What follows belongs to an exercise in optimizing a design on an open flow for small area, a short achievable clock period and few clock cycles per item; a production flow would make more cautious choices.
Only simulation tests tie the RTL to the original design; equivalence was not proved.

==> flow/design.v, too long to show whole: its modules and the start of the top module <==
// module mul_26x17_pipe: 20 lines
// module multi_seq_78: 2330 lines
module multi_seq_78 #(
    parameter int RADIX   = 78,
    parameter int DSP_LAT = 3
) (
    input  logic                 clk,
    input  logic                 rst_n,
    input  logic                 in_valid,
    output logic                 in_ready,
    input  logic [RADIX-1:0]     a,
    input  logic [RADIX-1:0]     b,
    output logic                 out_valid,
    input  logic                 out_ready,
    output logic [2*RADIX-1:0]   prod,
    output logic                 busy
);
  // ...
==> flow/flow/run.sh <==
#!/bin/bash
set -o pipefail
cp standard.sh standard.sh.txt 2>/dev/null
export BUFFER_PORTS_ARGS="-buffer_cell sky130_fd_sc_hd__buf_2"
bash standard.sh > standard.log 2>&1
==> flow/standard.sh <==
#!/bin/bash
# synth_recipe.tcl (not shown) runs the flow's synth.tcl, then flattens the netlist and writes it again
# the make line also repeats each setting of config.mk as NAME=value (left out here)
make -C /OpenROAD-flow-scripts/flow DESIGN_CONFIG=/design/flow/config.mk WORK_HOME=/design/flow/orfs CLKGATE_MAP_FILE= SYNTH_SCRIPT=/design/flow/synth_recipe.tcl "${@:-finish}"
==> flow/config.mk <==
export PLATFORM = sky130hd
export DESIGN_NAME = multi_seq_78
export DESIGN_NICKNAME = multi_seq_78
export VERILOG_FILES = /design/flow/design.v
export SDC_FILE = /design/flow/constraint.sdc
export NUM_CORES = 4
export LEC_CHECK = 0
export CAP_MARGIN = 20
export CORE_MARGIN = 2
export CORE_UTILIZATION = 40
export SETUP_SLACK_MARGIN = 4.0
export SLEW_MARGIN = 20
==> flow/constraint.sdc <==
create_clock -name core_clock -period 6.8 [get_ports {clk}]
set_input_delay 1.3600 -clock core_clock [delete_from_list [all_inputs] [get_ports {clk}]]
set_output_delay 1.3600 -clock core_clock [all_outputs]
set_load 0.01 [all_outputs]
==> out/metrics.cfg, run 1 <==
[status]
status=finished clean

[synth]
synth.distinct_cells=63

[finish]
layout-drive-gt1-share_pct=31.4
largest_reg_flops=80
buffers=564
clock_area_share_pct=4.21
insertedDiodeCount=1
seq_share_pct=22.2
nets=4016
fin_util_pct=50.6

[placement]
post-place-cells=4102
routabilityCongestion=0.850

[global_routing]
grt_first_pass_wirelength_um=146000

[cts]
cts_tree=built
clk_latency_ps=640

[timing]
setup_slack_ps=2700
fmax_ghz=0.244

[floorplan]
core_area_sq_um=77300
start_util_pct=40.4
fp-row-count=102

[setup_path]
critPathKind=flip-flop to flip-flop
setup.worst_path.start_class=flip-flop
slowest_stage=fa_1
setup.worst_path.start=lc_r[6]
crit_chain=fa_1, ha_4, nand4_1, buf_6, a211oi_4, o2111ai_4, a2111oi_4, buf_4, buf_6, buf_6, nor2_4, o31a_1, o21bai_1, a21o_1, a21oi_2, xnor2_2, mux2_4
crit_fanout=3

[detailed_routing]
finalWirelength_um=100000
wl_met2_um=46600
wl_met3_um=7990

[job]
max_cap_violations=0

Testbench counts, summed over its fixed seeds: cycles 20,800, items 1,600.
==> run 2, diff against run 1 <==
==> flow/run.sh (new file) <==
#!/bin/bash
# synth_recipe.tcl (not shown) runs the flow's synth.tcl, then flattens the netlist and writes it again
# the make line also repeats each setting of config.mk as NAME=value (left out here)
make -C /OpenROAD-flow-scripts/flow DESIGN_CONFIG=/design/flow/config.mk WORK_HOME=/design/flow/orfs CLKGATE_MAP_FILE= SYNTH_SCRIPT=/design/flow/synth_recipe.tcl finish
removed: flow/flow/run.sh
removed: flow/standard.sh
==> run 2 against run 1 <==
Net effect: still clean; non-clock buffer count decreased by 25; design area increased by 0.91%; final cell count decreased by 0.61%; wire length increased by 0.96%; fmax decreased by 6.7%; largest cell class unchanged; highest routed layer is now met5.
==> out/metrics.cfg, run 2 <==
[setup_path]
slowest_delay_ps=590
crit_fanout=4  ; +1
setup.worst_path.start_class=flip-flop
cp.required_ps=7150
worstPathArrival_ps=4740
crit_path_end_kind=flip-flop
crit_family=compound AO/OA/AOI/OAI gates
crit_chain=fa_1, ha_4, nand4_1, buf_4, o22ai_4, o2111ai_4, a2111oi_4, buf_4, o211ai_1, buf_4, a21oi_2, buf_6, buf_6, or3_4, a21o_1, a21oi_2, xnor2_1, mux2_4
cpMostUsedCell=buf_4
slowest_stage=fa_1
path_buf_inv=5
critPathKind=flip-flop to flip-flop

[synth]
syn_nets=3703
netlist_instances=3029
ys_ff_latch=352
synth.area.top_cells=fa_1 (21%), edfxtp_1 (15%), dfxtp_1 (13%), xnor2_1 (10%), ha_1 (7.7%)
synth-seq-area-share_pct=27.6
synth_most_common_cell=inv_1
synth-main-ff-cell=dfxtp_1
ys_top_cells_by_count=inv_1 (505), xnor2_1 (362), fa_1 (323), a22oi_1 (308), dfxtp_1 (196)
yosys_warnings=1
synth_edf_count=156
netlist_area_sq_um=31200
syn_avg_cell_area_sq_um=10.3
synth_area_leader_cell=fa_1
synth.distinct_cells=63  ; unchanged
synthArstFlopShare_pct=0
synth.top_cell.area_share_pct=20.7

[cts]
clock_path_buffers=3
clk_latency_ps=610  ; -30 ps
cts-root-buf=clkbuf_16
numCtsBuffers=45
holdBufCountCts=0
cts_tree=built
htreeDepth=2
numClockSinks=352
clk_pin_slew_ps=70

[detailed_routing]
vias=23200
via_per_inst=5.29
drtIter0Drc=1920
wl_per_cell_um=23.0
drtPass1Iterations=6
finalWirelength_um=101000  ; +0.96%
ant_nets=0
drcViolationCount=0

[timing]
tightest_slew_ps=783
setup_slack_ps=2410  ; -294 ps
setup_viol=0
fmax_ghz=0.228  ; -6.7%
hold_violations=0
finalClockSkew_ps=25.6
fin_setup_tns_ps=0
fin_hold_ws_ps=493
slew_viol_final=0
rsz0062_at_grt=true
period_share_pct=64.6
relSlewSlack_pct=47.8
finalCriticalPeriod_ps=4390

[finish]
stdcell_area_sq_um=39500
multiInputGateArea_sq_um=20400
final_common_cell=inv_1
regMostFlops=lo_r
layout_common_cells=inv_1 (496), xnor2_1 (335), fa_1 (313)
reg.largest.list=lo_r: 80 flops, hs_r: 79 flops
syn_to_final_growth_pct=26.5
fin_util_pct=51.1  ; +0.46 points
seq_area_sq_um=8670
num-fill-cells=7060
largest_reg_flops=80  ; unchanged
layout-drive-gt1-share_pct=18.9  ; -12 points
nets=3991  ; -0.62%

[global_routing]
met1_usage_pct=31.8
use_met3_pct=5.14
grt_first_pass_wirelength_um=150000  ; +3.1%
grt_util_met2_pct=40.1
gr-total-overflow=0
first_global_vias=24900
busiest_layer=met2
track_usage_pct=24.2
antenna_found_initial=4
grt_max_degree=103

[placement]
post-place-ws_ps=2120
placed_area_sq_um=34600
dp_hpwl_um=63600
routabilityCongestion=0.872  ; +2.6%
io_buffers=318

[floorplan]
ios=319
fp-row-count=102  ; unchanged
dieArea_sq_um=80300
die_h_um=283
die_w_um=283
start_util_pct=40.4  ; unchanged
core_area_sq_um=77300  ; unchanged

[job]
max_cap_violations=0  ; unchanged

[hold_path]
hold_path_class=flip-flop to flip-flop

[status]
status=finished clean

## run 2: repair_timing
| item | CTS | global route |
|---|---|---|
| pin swaps | 75 | 136 |
| setup buffers | 163 | 29 |
| setup endpoints to repair | 401 | 168 |
| gates resized for setup | 344 | 127 |
| cloned | 6 | 11 |
## run 2: metrics by stage
| stage | instances |
|---|---|
| 6_report | 4395 |
| 3_5_place_dp | 4101 |
| 3_3_place_gp | 4101 |
| 5_1_grt | 4395 |
| 2_1_floorplan | 3029 |
| 4_1_cts | 4354 |
## run 2: worst reg2reg max path: stages (launching register included)
cell	delay, ps
dfxtp_2	330
fa_1	590
ha_4	220
nand4_1	130
buf_4	140
o22ai_4	80
o2111ai_4	300
a2111oi_4	120
buf_4	170
o211ai_1	520
buf_4	220
a21oi_2	50
buf_6	150
buf_6	110
or3_4	330
a21o_1	190
a21oi_2	130
xnor2_1	70
mux2_4	250
## run 2: cell families (layout without fill, tap and decap cells)
group,Yosys count,in the layout,share of synthesized area [%]
flops,352,352,27.6
xor+xnor,399,399,11.2
compound gates,486,486,11.2
simple gates,324,324,5.73
mux,141,141,5.05
other cells,0,1,0
buf+inv,812,1137,10.9
fa+ha+maj,515,515,28.4
## run 2: routing by layer
layer  part of all wire [%]  vias to the layer above  wire [um]
met5                  0.040                        -         40
met4                    3.2                        6       3210
met3                    8.5                      163       8630
met2                     47                     1027      48000
met1                     41                    11700      41300
li1                       -                    10400          -
## run 2: path summary, 6_finish.rpt
path / start / endpoint / slack (ps) / depth (start not counted)
max reg2reg: hc_r[77] / a_r[46] / 2410 / 18
min reg2reg: lo_r[78] / lo_r[78] / 490 / 2
min: lo_r[78] / lo_r[78] / 490 / 2
max: hc_r[77] / a_r[46] / 2410 / 18
## run 2: area by class of cell
cell class	count	area share (%)
diodes	1	0.00634
clock buffers	67	3.45
clock inverters	17	0.596
inverters	510	5.06
multi-input cells	1865	51.6
flip-flops and latches	352	22.0
well taps	1040	3.29
repair buffers	539	13.9
repair inverters	4	0.108
==> run 3, diff against run 2 <==
--- a/flow/config.mk
+++ b/flow/config.mk
@@ -9,3 +9,4 @@
 export CORE_MARGIN = 2
-export CORE_UTILIZATION = 40
+export CORE_UTILIZATION = 65
+export PLACE_DENSITY = 0.75
 export SETUP_SLACK_MARGIN = 4.0
==> run 3 against run 2 <==
Net effect: clock skew is 6.2 ps lower; final cell count shrank 9.8%; fmax grew 7.5%; sequential share of layout area rose by 0.48 points; design area down 2.1%; worst hold slack worse by 1.4 ps; die area decreased by 38%; synthesized cell count unchanged; synthesized area unchanged; global-route usage grew 15 points; wire length increased by 2.6%; register-to-register slack better by 310 ps.
==> out/metrics.cfg, run 3 <==
[setup_path]
rr_startpoint=hs_r[50]
crit_fanout=4  ; unchanged
critPathKind=flip-flop to flip-flop
r2r_end=a_r[75]
crit_path_end_kind=flip-flop
rrSetupSlack_ps=2710  ; +310 ps
worstPathArrival_ps=4410  ; -330 ps
cp.required_ps=7120  ; -30 ps
reg2reg_depth=14  ; -4
setup.worst_path.start_class=flip-flop

[hold_path]
hold_path_class=flip-flop to flip-flop
worstHoldEndpoint=lo_r[78]
hold_depth=2  ; unchanged
hold_start=lo_r[78]

[finish]
stdcell_area_sq_um=38700  ; -2.1%
num-fill-cells=2911  ; -59%
reg.largest.list=lo_r: 80 flops, hs_r: 79 flops
final_cell_count_no_fill=3964  ; -9.8%
layout_common_cells=inv_1 (497), xnor2_1 (354), fa_1 (309)
final_common_cell=inv_1
layout-drive-gt1-share_pct=18.0  ; -0.90 points
nets=3977  ; -0.35%
regMostFlops=lo_r
syn_to_final_growth_pct=23.8
seq_area_sq_um=8670  ; about the same
largest_reg_flops=80  ; unchanged
multiInputGateArea_sq_um=20300  ; -0.58%

[synth]
syn_nets=3703  ; unchanged
ys_top_cells_by_count=inv_1 (505), xnor2_1 (362), fa_1 (323), a22oi_1 (308), dfxtp_1 (196)
synth_most_common_cell=inv_1
synth.distinct_cells=63  ; unchanged
synth_edf_count=156  ; unchanged
synth-main-ff-cell=dfxtp_1
synth_area_leader_cell=fa_1
netlist_area_sq_um=31200  ; unchanged
ys_ff_latch=352  ; unchanged
synth-seq-area-share_pct=27.6  ; unchanged
synth.top_cell.area_share_pct=20.7  ; unchanged
yosys_warnings=1  ; unchanged
synth.area.top_cells=fa_1 (21%), edfxtp_1 (15%), dfxtp_1 (13%), xnor2_1 (10%), ha_1 (7.7%)
netlist_instances=3029  ; unchanged
synthArstFlopShare_pct=0  ; unchanged
syn_avg_cell_area_sq_um=10.3  ; unchanged

[placement]
dp_hpwl_um=60700  ; -4.6%
placed_area_sq_um=34100  ; -1.5%
post-place-cells=3679  ; -10%
routabilityCongestion=0.924  ; +6.0%
io_buffers=318  ; unchanged

[global_routing]
first_global_vias=25700  ; +3.2%
grt_max_degree=79  ; -23%
track_usage_pct=39.1  ; +15 points
antenna_found_initial=9  ; +5
gr-total-overflow=0  ; unchanged
grt_first_pass_wirelength_um=148000  ; -1.5%

[cts]
htreeDepth=2  ; unchanged
cts-root-buf=clkbuf_16
clk_latency_ps=610  ; about the same
clk_pin_slew_ps=70  ; about the same
numClockSinks=352  ; unchanged
clock_path_buffers=3  ; unchanged
cts_tree=built
numCtsBuffers=43  ; -4.4%

[detailed_routing]
ant_nets=0  ; unchanged
wl_met2_um=48100  ; +0.27%
m1WireLength_um=36800  ; -11%
vias=24700  ; +6.1%
highest_layer=met5
via_per_inst=6.22  ; +18%
drtPass1Iterations=6  ; unchanged
finalWirelength_um=104000  ; +2.6%
drtIter0Drc=2675  ; +39%
wl_met3_um=12100  ; +40%
drcViolationCount=0  ; unchanged
wl_per_cell_um=26.2  ; +14%

[floorplan]
core_area_sq_um=47500  ; -39%
die_h_um=223  ; -21%
fp-row-count=80  ; -22%
ios=319  ; unchanged
die_w_um=223  ; -21%
dieArea_sq_um=49800  ; -38%
start_util_pct=65.6  ; +25 points

[timing]
finalClockSkew_ps=19.4  ; -6.19 ps
fmax_ghz=0.245  ; +7.5%
slew_viol_final=0  ; unchanged
rsz0062_at_grt=true
fin_setup_tns_ps=0  ; unchanged
setup_viol=0  ; unchanged
hold_violations=0  ; unchanged
relSlewSlack_pct=47.8  ; about the same
finalCriticalPeriod_ps=4090  ; -305 ps
period_share_pct=60.1  ; -4.5 points
tightest_slew_ps=782  ; -0.589 ps

[status]
status=finished clean

[job]
max_cap_violations=0  ; unchanged

run 3: through the flow:
stage / setup slack [ps] / hold WS (ps) / utilization, %
2_1_floorplan: 3180 / 374 / -
3_3_place_gp: 2440 / 480 / 71.6
3_5_place_dp: 2270 / 479 / 71.6
4_1_cts: 2790 / 491 / 78.8
5_1_grt: 2620 / 519 / 81.3
6_report: 2710 / 492 / 81.3
run 3: cell families (layout without fill, tap and decap cells):
family | Yosys count | in the layout | share of synthesized area [%]
buffers and inverters | 812 | 1121 | 10.9
adder cells (fa/ha/maj) | 515 | 515 | 28.4
AO/OA/AOI/OAI | 486 | 486 | 11.2
XOR/XNOR | 399 | 399 | 11.2
flip-flops | 352 | 352 | 27.6
AND/OR/NAND/NOR | 324 | 324 | 5.73
multiplexers | 141 | 141 | 5.05
other | 0 | 11 | 0
run 3: layout make-up:
class / instances / share of cell area [%]
Antenna cell: 11 / 0.0712
Clock buffer: 61 / 3.14
Clock inverter: 19 / 0.379
Inverter: 510 / 5.15
Multi-Input combinational cell: 1865 / 52.5
Sequential cell: 352 / 22.4
Tap cell: 615 / 1.99
Timing Repair Buffer: 527 / 14.3
Timing Repair inverter: 4 / 0.0971
run 3: how the worst max path moves through the flow:
stage          startpoint  endpoint  slack, ps  cells past startpoint
3_5_place_dp     hc_r[77]   a_r[54]       2270                     13
5_1_grt           hs_r[7]   a_r[75]       2620                     18
2_1_floorplan    hc_r[77]   a_r[73]       3180                     13
6_report         hs_r[50]   a_r[75]       2710                     14
4_1_cts           ls_r[6]   a_r[61]       2790                     16
3_3_place_gp     hc_r[77]   a_r[55]       2440                     13
run 3: critical path, stage by stage, from the launching register on:
cell and delay (ps):
dfxtp_1 400, ha_1 260, ha_1 340, and3_1 250, a221o_1 350, a21oi_4 220, a21bo_1 260, a221oi_4 330
o31ai_1 130, or2_4 290, a211o_4 360, buf_6 140, a211oi_4 210, xnor2_1 170, a21oi_1 90
run 3: layer usage:
layer	track usage, %	vias to the layer above
met1	48.2	12100
li1	-	10400
met3	9.90	445
met5	0	-
met4	18.4	4
met2	64.8	1718
run 3: repair_timing:
item | in CTS | in global routing
cloned | 10 | 19
setup buffers | 149 | 16
endpoints found under the setup margin | 484 | 164
pin swaps | 54 | 71
hold buffers | 0 | 0
resized for setup | 329 | 124

==> separate check: timing with driven ports <==
In the flow no input, the clock included, has a driving cell. The finished layouts below were timed again as built, in two steps.
Step 1 sets driving cells, clkbuf_16 on the clock port and buf_2 on the other inputs (assumed; they add their load-dependent delay and slew).
Step 2 adds t to the input delays and takes it off the output delays; t is the mean of the earliest and latest rising clock arrival at the registers after step 1. Input paths then give back, and output paths get back, about the clock's delay inside the block.
Three values: ideal, step 1, step 2; two values: the first two.
| run | shift t [ns] | setup WS [ns] | worst data-port slew with drivers (ns) |
|---|---|---|---|
| run 1 | 0.680 | 2.703 / 2.703 / 2.703 | 0.11 |
| run 2 | 0.664 | 2.408 / 2.408 / 2.408 | 0.11 |
| run 3 | 0.661 | 2.714 / 2.714 / 2.714 | 0.09 |
After both steps every run listed still meets setup and hold.
